What follows belongs to an exercise in optimizing a design on an open flow for small area, a short achievable clock period and few clock cycles; a production flow would make more cautious choices.
In this exercise RTL edits were held to simulation tests only and were not proved equivalent to the original.
Power figures rest on the tool's default switching activity, not on a simulated workload.

$ cat flow/design.v
module muldiv_unit #(
  parameter int WIDTH      = 32,
  parameter int MUL_CYCLES = 5
) (
  input  logic             clk,
  input  logic             reset,
  input  logic [WIDTH-1:0] A,
  input  logic [WIDTH-1:0] B,
  input  logic [3:0]       MULOp,
  input  logic             start,
  output logic             busy,
  output logic [WIDTH-1:0] HI,
  output logic [WIDTH-1:0] LO
);
  localparam logic [3:0] OP_MULT  = 4'd1;
  localparam logic [3:0] OP_MULTU = 4'd2;
  localparam logic [3:0] OP_DIV   = 4'd3;
  localparam logic [3:0] OP_DIVU  = 4'd4;
  localparam logic [3:0] OP_MTHI  = 4'd5;
  localparam logic [3:0] OP_MTLO  = 4'd6;
  localparam logic [3:0] OP_MADD  = 4'd7;
  localparam logic [3:0] OP_MADDU = 4'd8;
  localparam logic [3:0] OP_MSUB  = 4'd9;
  localparam logic [3:0] OP_MSUBU = 4'd10;
  typedef enum logic [2:0] {
    PH_MUL, PH_MULU, PH_ACC, PH_PREP, PH_DIV, PH_NEGR, PH_NEGQ
  } phase_e;
  logic        busy_q;
  phase_e      ph_q;
  logic [4:0]  cnt_q;
  logic        sg_q;      
  logic        uns_q;     
  logic        acc_q;     
  logic        sub_q;     
  logic        pz_q;      
  logic        an_q;      
  logic        bprev_q;   
  logic [31:0] hi_q, lo_q;
  logic [31:0] m_q;       
  logic [31:0] x_q;       
  logic [32:0] p_q;       
  logic accept;
  assign accept = start & ~busy_q;
  logic is_mul, is_div, op_sg, op_acc, op_sub, op_uns;
  always_comb begin
    is_mul = (MULOp == OP_MULT) || (MULOp == OP_MULTU);
    is_mul = is_mul || (MULOp == OP_MADD) || (MULOp == OP_MADDU) ||
             (MULOp == OP_MSUB) || (MULOp == OP_MSUBU);
    op_acc = (MULOp == OP_MADD) || (MULOp == OP_MADDU) ||
             (MULOp == OP_MSUB) || (MULOp == OP_MSUBU);
    op_sub = (MULOp == OP_MSUB) || (MULOp == OP_MSUBU);
    is_div = (MULOp == OP_DIV) || (MULOp == OP_DIVU);
    op_sg  = (MULOp == OP_MULT) || (MULOp == OP_DIV) ||
             (MULOp == OP_MADD) || (MULOp == OP_MSUB);
    op_uns = (MULOp == OP_MULTU) || (MULOp == OP_MADDU) || (MULOp == OP_MSUBU);
  end
  logic        msgn;            
  logic        bn;              
  logic        mnz;             
  logic [32:0] pm;              
  logic [34:0] a_op, b_src, sum;
  logic        b_inv;
  logic [2:0]  bd;              
  assign msgn = sg_q & m_q[31];
  assign bn   = msgn;
  assign mnz  = |m_q;
  assign pm   = pz_q ? 33'd0 : p_q;
  assign bd   = {x_q[1], x_q[0], bprev_q};
  always_comb begin
    a_op  = '0;
    b_src = '0;
    b_inv = 1'b0;
    case (ph_q)
      PH_MUL: begin
        a_op = {{2{pm[32]}}, pm};
        case (bd)
          3'b001, 3'b010: begin b_src = {{3{msgn}}, m_q};        b_inv = sub_q;  end
          3'b011:         begin b_src = {{2{msgn}}, m_q, 1'b0};  b_inv = sub_q;  end
          3'b100:         begin b_src = {{2{msgn}}, m_q, 1'b0};  b_inv = ~sub_q; end
          3'b101, 3'b110: begin b_src = {{3{msgn}}, m_q};        b_inv = ~sub_q; end
          default:        begin b_src = '0;                      b_inv = 1'b0;   end
        endcase
      end
      PH_MULU: begin
        a_op  = {{2{p_q[32]}}, p_q};
        b_src = bprev_q ? {3'b000, m_q} : 35'd0;
        b_inv = sub_q & bprev_q;
      end
      PH_ACC: begin
        a_op  = {{2{p_q[32]}}, p_q};
        b_src = {3'b000, hi_q};
      end
      PH_DIV: begin
        a_op  = {1'b0, pm[32:0], x_q[31]};
        b_src = {{3{msgn}}, m_q};
        b_inv = ~bn;
      end
      PH_PREP, PH_NEGR: begin
        b_src = {3'b000, hi_q};
        b_inv = 1'b1;
      end
      PH_NEGQ: begin
        b_src = {3'b000, x_q};
        b_inv = 1'b1;
      end
      default: ;
    endcase
    sum = a_op + (b_src ^ {35{b_inv}}) + {34'd0, b_inv};
  end
  logic [31:0] mb;
  logic [40:0] above;           
  logic [39:0] r8;              
  logic        zq_all, zq_8;
  assign mb = m_q ^ {32{bn}};
  always_comb begin
    above = '0;
    for (int j = 31; j >= 0; j--) above[j] = above[j+1] | mb[j];
    r8     = {pm[31:0], x_q[31:24]};
    zq_all = 1'b1;
    for (int j = 0; j < 32; j++) if (x_q[j] && !above[j+1]) zq_all = 1'b0;
    zq_8   = 1'b1;
    for (int j = 0; j < 40; j++) if (r8[j] && !above[j+1]) zq_8 = 1'b0;
    zq_all = zq_all & mnz;
    zq_8   = zq_8 & mnz & (cnt_q >= 5'd7);
  end
  logic        q_bit;
  logic [32:0] p_next;
  logic [31:0] x_next;
  logic        last;            
  assign q_bit = ~sum[34];
  always_comb begin
    p_next = p_q;
    x_next = x_q;
    last   = 1'b0;
    case (ph_q)
      PH_MUL: begin
        p_next = sum[34:2];
        x_next = {sum[1:0], x_q[31:2]};
        last   = (cnt_q[3:0] == 4'd0);
      end
      PH_MULU, PH_ACC: begin
        p_next = sum[32:0];
        last   = 1'b1;
      end
      PH_PREP: begin
        x_next = sum[31:0];
        last   = 1'b1;
      end
      PH_DIV: begin
        if (zq_8) begin
          p_next = {1'b0, r8[31:0]};
          x_next = {x_q[23:0], 8'd0};
          last   = (cnt_q == 5'd7);
        end else begin
          p_next = q_bit ? sum[32:0] : {pm[31:0], x_q[31]};
          x_next = {x_q[30:0], q_bit};
          last   = (cnt_q == 5'd0);
        end
      end
      PH_NEGR: begin
        p_next = sum[32:0];
        last   = 1'b1;
      end
      PH_NEGQ: begin
        x_next = sum[31:0];
        last   = 1'b1;
      end
      default: last = 1'b1;
    endcase
  end
  logic qn;
  assign qn = (an_q ^ bn) & mnz;
  logic   done, hi_we, lo_we, lo_zero;
  phase_e ph_next;
  always_comb begin
    done    = 1'b0;
    hi_we   = 1'b0;
    lo_we   = 1'b0;
    lo_zero = 1'b0;
    ph_next = ph_q;
    case (ph_q)
      PH_MUL, PH_MULU: if (last) begin
        if (uns_q && ph_q == PH_MUL) ph_next = PH_MULU;
        else if (acc_q)              ph_next = PH_ACC;
        else begin hi_we = 1'b1; lo_we = 1'b1; done = 1'b1; end
      end
      PH_ACC: begin hi_we = 1'b1; lo_we = 1'b1; done = 1'b1; end
      PH_PREP: ph_next = PH_DIV;
      PH_DIV: begin
        if (pz_q && zq_all) begin
          lo_zero = 1'b1;
          done    = 1'b1;
        end else if (last) begin
          hi_we = 1'b1;
          lo_we = 1'b1;
          if (an_q)    ph_next = PH_NEGR;
          else if (qn) ph_next = PH_NEGQ;
          else         done = 1'b1;
        end
      end
      PH_NEGR: begin
        hi_we = 1'b1;
        if (qn) ph_next = PH_NEGQ;
        else    done = 1'b1;
      end
      PH_NEGQ: begin lo_we = 1'b1; done = 1'b1; end
      default: done = 1'b1;
    endcase
  end
  always_ff @(posedge clk) begin
    if (!busy_q) begin
      m_q     <= B;
      x_q     <= A;
      p_q     <= {1'b0, lo_q};
      bprev_q <= 1'b0;
    end else begin
      p_q <= p_next;
      x_q <= x_next;
      if (ph_q == PH_MUL) bprev_q <= x_q[1];
    end
  end
  always_ff @(posedge clk) begin
    if (reset) begin
      busy_q <= 1'b0;
      hi_q   <= '0;
      lo_q   <= '0;
    end else if (!busy_q) begin
      if (start) begin
        if (MULOp == OP_MTHI || is_div) hi_q <= A;
        if (MULOp == OP_MTLO)           lo_q <= A;
        busy_q <= is_mul | is_div;
      end
    end else begin
      if (hi_we)   hi_q <= p_next[31:0];
      if (lo_we)   lo_q <= x_next;
      if (lo_zero) lo_q <= '0;
      if (done)    busy_q <= 1'b0;
    end
  end
  always_ff @(posedge clk) begin
    if (!busy_q) begin
      sg_q  <= op_sg;
      uns_q <= op_uns;
      acc_q <= op_acc;
      sub_q <= op_sub;
      pz_q  <= ~op_acc;
      an_q  <= op_sg & A[31];
      if (is_div) begin
        ph_q  <= (op_sg & A[31]) ? PH_PREP : PH_DIV;
        cnt_q <= 5'd31;
      end else begin
        ph_q  <= PH_MUL;
        cnt_q <= 5'd15;
      end
    end else begin
      ph_q <= ph_next;
      if (ph_q == PH_MUL || ph_q == PH_DIV) begin
        pz_q  <= 1'b0;
        cnt_q <= cnt_q - ((ph_q == PH_DIV && zq_8) ? 5'd8 : 5'd1);
      end
    end
  end
  assign busy = busy_q;
  assign HI   = hi_q;
  assign LO   = lo_q;
endmodule
$ cat flow/run.sh
#!/bin/bash
# synth_recipe.tcl (not shown) runs the flow's synth.tcl, then flattens the netlist and writes it again
# the make line also repeats each setting of config.mk as NAME=value (left out here)
make -C /OpenROAD-flow-scripts/flow DESIGN_CONFIG=/design/flow/config.mk WORK_HOME=/design/flow/orfs CLKGATE_MAP_FILE= SYNTH_SCRIPT=/design/flow/synth_recipe.tcl finish
$ cat flow/config.mk
export PLATFORM = sky130hd
export DESIGN_NAME = muldiv_unit
export DESIGN_NICKNAME = muldiv_unit
export VERILOG_FILES = /design/flow/design.v
export SDC_FILE = /design/flow/constraint.sdc
export NUM_CORES = 4
export LEC_CHECK = 0
export CAP_MARGIN = 20
export CORE_MARGIN = 2
export CORE_UTILIZATION = 40
export SLEW_MARGIN = 20
$ cat flow/constraint.sdc
create_clock -name core_clock -period 13.5 [get_ports {clk}]
set_input_delay 2.7000 -clock core_clock [delete_from_list [all_inputs] [get_ports {clk}]]
set_output_delay 2.7000 -clock core_clock [all_outputs]
set_load 0.01 [all_outputs]
==> results.txt <==
outcome=finished clean; WL per Instance=29.44 um; unrepaired setup endpoints after global routing=no; First DRT Iteration DRCs=2,818; reported max-cap violation count=0; leading area contributor after synthesis=dfxtp_1; CTS-repair resized insts=0; Final nets=2,112; ANT nets after route=0; Min-Delay Path Depth=2; largest net degree at the start of global routing=74; R2R cell count=23; hold slack=483.6 ps; synthesized area per cell=7.437 um2; Overflow after GRT=0; Sw Share=54.47%; die width=195.2 um; final WL=73.20 mm; pwr/cell area=208.7 mW/mm2; synth warn=1; Pint=0.001603 W; router iterations before antenna repair=10; VDD IR-drop max=0.0001037 V; Adder-Cell Fraction of Synth Area=3.218%; CTS HTree Levels=4; largest family of logic cells by synthesized area=compound AO/OA/AOI/OAI gates; Tcrit/Tclk final=51.54%; post-DP HPWL=53.76 mm; slowest CP cell=buf_4; CP required=13,860 ps; CTS tree=done; initial antenna violation count=3; CP peak stage delay=530 ps; RR Startpoint=ph_q[2]; synthesized area=0.01462 mm2; syn nets=2,074; drt via density=6.816; Worst EP arrival=7320 ps; Tmin final=6958 ps; Cells after Synth=1,966; std cell rows=70; logic gate share of total power=61.4%; Final Skew=16.67 ps; vias in the first global route=15,670; layout cells sized above 1=7.139%; commonest cells after routing, fill and taps aside=nand2_1 (286), o21ai_0 (187), a21oi_1 (149), clkdlybuf4s50_1 (135), nor2_1 (133); post-CTS setup buffer count=0; synth top area cells=dfxtp_1 (18%), edfxtp_1 (9.4%), nand2_1 (7.3%); critical path type=reg -> reg; area share of and/or/nand/nor cells after synthesis=21.81%; Pleak=6.324 nW; number of hold violations in the final report=0; IO Count=136; CTS buffer count=17; clock share of power=15.7%; flop2flop setup slack=6540 ps; Startpoint Class=flip-flop; Pwr Total=0.003521 W; most frequent CP cell=buf_4; CTS sink count=177; XOR/XNOR Fraction of Synth Area=3.876%; WHS Endpoint=lo_q[2]; crit-path leading delay family=compound AO/OA/AOI/OAI gates; number of synthesized register bits=177; GRT Overall Usage=37.54%; Sw Pwr=0.001918 W; crit path from=ph_q[2]; number of flops mapped to enable cells by yosys=46; vias=16,940; Bufs and invs on worst path=6; CP cell instances=buf_4 > buf_4 > clkinv_1 > nand2_1 > o21ai_2 > buf_4 > a222oi_1 > a21boi_0 > xnor2_1 > inv_1 > fa_1 > nand2b_1 > a21oi_1 > o21ai_1 > a211oi_2 > a211oi_1 > o21bai_2 > xnor2_2 > buf_4 > a21oi_1 > o21bai_1 > a31oi_1 > o31a_1; Final setup viols=0; sequential share of power=22.9%; Root Driver=clkbuf_16; post-route cell area=0.01687 mm2; post-synthesis compound-gate area fraction=35.65%; RR Endpoint=hi_q[27]; Max Fclk=0.1437 GHz; most common cell after layout, fill and taps aside=nand2_1; clock slew at the register clock pins of the worst setup and hold paths=90 ps; setup TNS=0 ps; Most used DFF post-synth=dfxtp_1; Max Buffers Root-to-Sink=2; Core Region=0.03626 mm2; Chip Height=195.2 um; Slew HR=24.85%; multiplexer share of the synthesized area=1.737%; area grow syn2layout=15.38%; die area=0.03810 mm2; hold path start=lo_q[2]; Initial Util=40.32%; Synth cell types=106; residual DRC count=0; Seq/Total Area, Yosys=27.38%; asr flop ratio synth=0%; worst-path fanout max=52; Final GP Congestion=1.031; worst min-delay path class=reg -> reg; dpl cell area=0.01623 mm2; clock latency on the worst-skew pair=470 ps; fin. max-slew vios=0; PortBufs=135; post-synth top area share=17.94%; first-pass GRT wire length=106.2 mm; worst slew pin tran=1110 ps; # hold bufs at CTS=0; Critical Path End Type=flip-flop
-- final cells by class --
class	instances	area, um2
Clock buffer	17	425.4
Sequential cell	177	4008
Antenna cell	1	2.502
Clock inverter	15	201.4
Inverter	59	222.7
Multi-Input combinational cell	1574	9773
Timing Repair Buffer	175	1652
Fill cell	3706	19390
Tap cell	468	585.6
-- cell families after synthesis --
family / Yosys count
simple gates: 674
mux: 25
flops: 177
compound gates: 775
xor+xnor: 63
buf+inv: 215
fa+ha+maj: 37
-- cells in the mapped netlist, types with 10 or more instances --
| cell | count |
|---|---|
| a21oi_1 | 152 |
| a222oi_1 | 35 |
| edfxtp_1 | 46 |
| ha_1 | 36 |
| a311oi_1 | 11 |
| or3_1 | 16 |
| clkbuf_1 | 111 |
| o31ai_1 | 12 |
| nor3_1 | 38 |
| o221ai_1 | 18 |
| and2_1 | 11 |
| nand2b_1 | 28 |
| mux2i_1 | 22 |
| and3_1 | 13 |
| o21a_1 | 13 |
| xnor2_1 | 51 |
| a211oi_1 | 29 |
| o211ai_1 | 26 |
| nor2b_1 | 38 |
| dfxtp_1 | 131 |
| nor2_1 | 135 |
| o21ai_1 | 25 |
| nor4_1 | 10 |
| buf_2 | 19 |
| nand3b_1 | 10 |
| xor2_1 | 10 |
| a21o_1 | 34 |
| o22ai_1 | 20 |
| inv_1 | 57 |
| o21ai_0 | 188 |
| a22o_1 | 27 |
| nand2_1 | 286 |
| nand3_1 | 33 |
| nand4_1 | 16 |
| a211o_1 | 11 |
| a31oi_1 | 59 |
-- power groups by stage --
stage,Combinational [W],Clock (W),Sequential [W]
floorplan,0.00139,0,0.000704
global placement,0.00204,0,0.000801
detailed placement,0.00204,0,0.000798
CTS,0.00206,0.000555,0.000786
global route,0.00228,0.000571,0.000801
finish,0.00216,0.000553,0.000807
-- sequential cells by signal (all words and copies together), names as in the netlist --
signal and flops:
bprev_q 1, ph_q 3, p_q 33, pz_q 1
cnt_q 5, lo_q 32, acc_q 1, hi_q 32
x_q 32, sub_q 1, busy_q 1, uns_q 1
m_q 32, an_q 1, sg_q 1
-- metrics by stage --
stage                     cells  util, %  setup slack, ps
after floorplan            1966        -             8394
after global placement     2453    44.75             6944
after detailed placement   2453    44.75             6862
after CTS                  2485    46.48             6756
after global routing       2485    46.52             6329
final                      2486    46.53             6542
-- per-layer routing --
layer / up-vias / share of wire (%) / track usage [%]
met5: - / 0.0096 / 0
met4: 2 / 4.0 / 15.89
met3: 150 / 14 / 10.67
met2: 1219 / 39 / 50.90
met1: 8163 / 43 / 54.77
li1: 7410 / - / -
-- worst max path at each step --
stage,depth (start not counted),endpoint
after floorplan,21,p_q[0]
after global placement,23,hi_q[27]
after detailed placement,23,hi_q[27]
after CTS,23,hi_q[27]
after global routing,23,p_q[21]
final,23,hi_q[27]
-- tightest hold or removal path, stage by stage (launching register included) --
cell,delay (ps)
dfxtp_1,330
nand2_1,60
a21oi_1,50
Testbench counts, summed over its fixed seeds: cycles 32,606.

==> re-timing with driven ports <==
How much do the figures lean on ideal ports? The routed layout below was timed once more, with nothing changed but the port constraints. Step 1 assumes that a clkbuf_16 drives the clock port and a buf_2 every other input. Step 2 moves the port delays by t, midway between the first and last clock arrival at a register: inputs arrive t later, outputs are due t later. That takes back most of the time a late clock gives input paths. a / b / c = no drivers / after step 1 / after step 2; a / b = the first two.
t (ns): 0.512
setup WS [ns]: 6.542 / 6.542 / 6.542
latest minus earliest clock arrival (ns): 0.017 / 0.017
After both steps setup and hold are still met in this run. For this run, drivers alone change the setup slack by 0.000 ns; drivers and shift together by 0.000 ns.
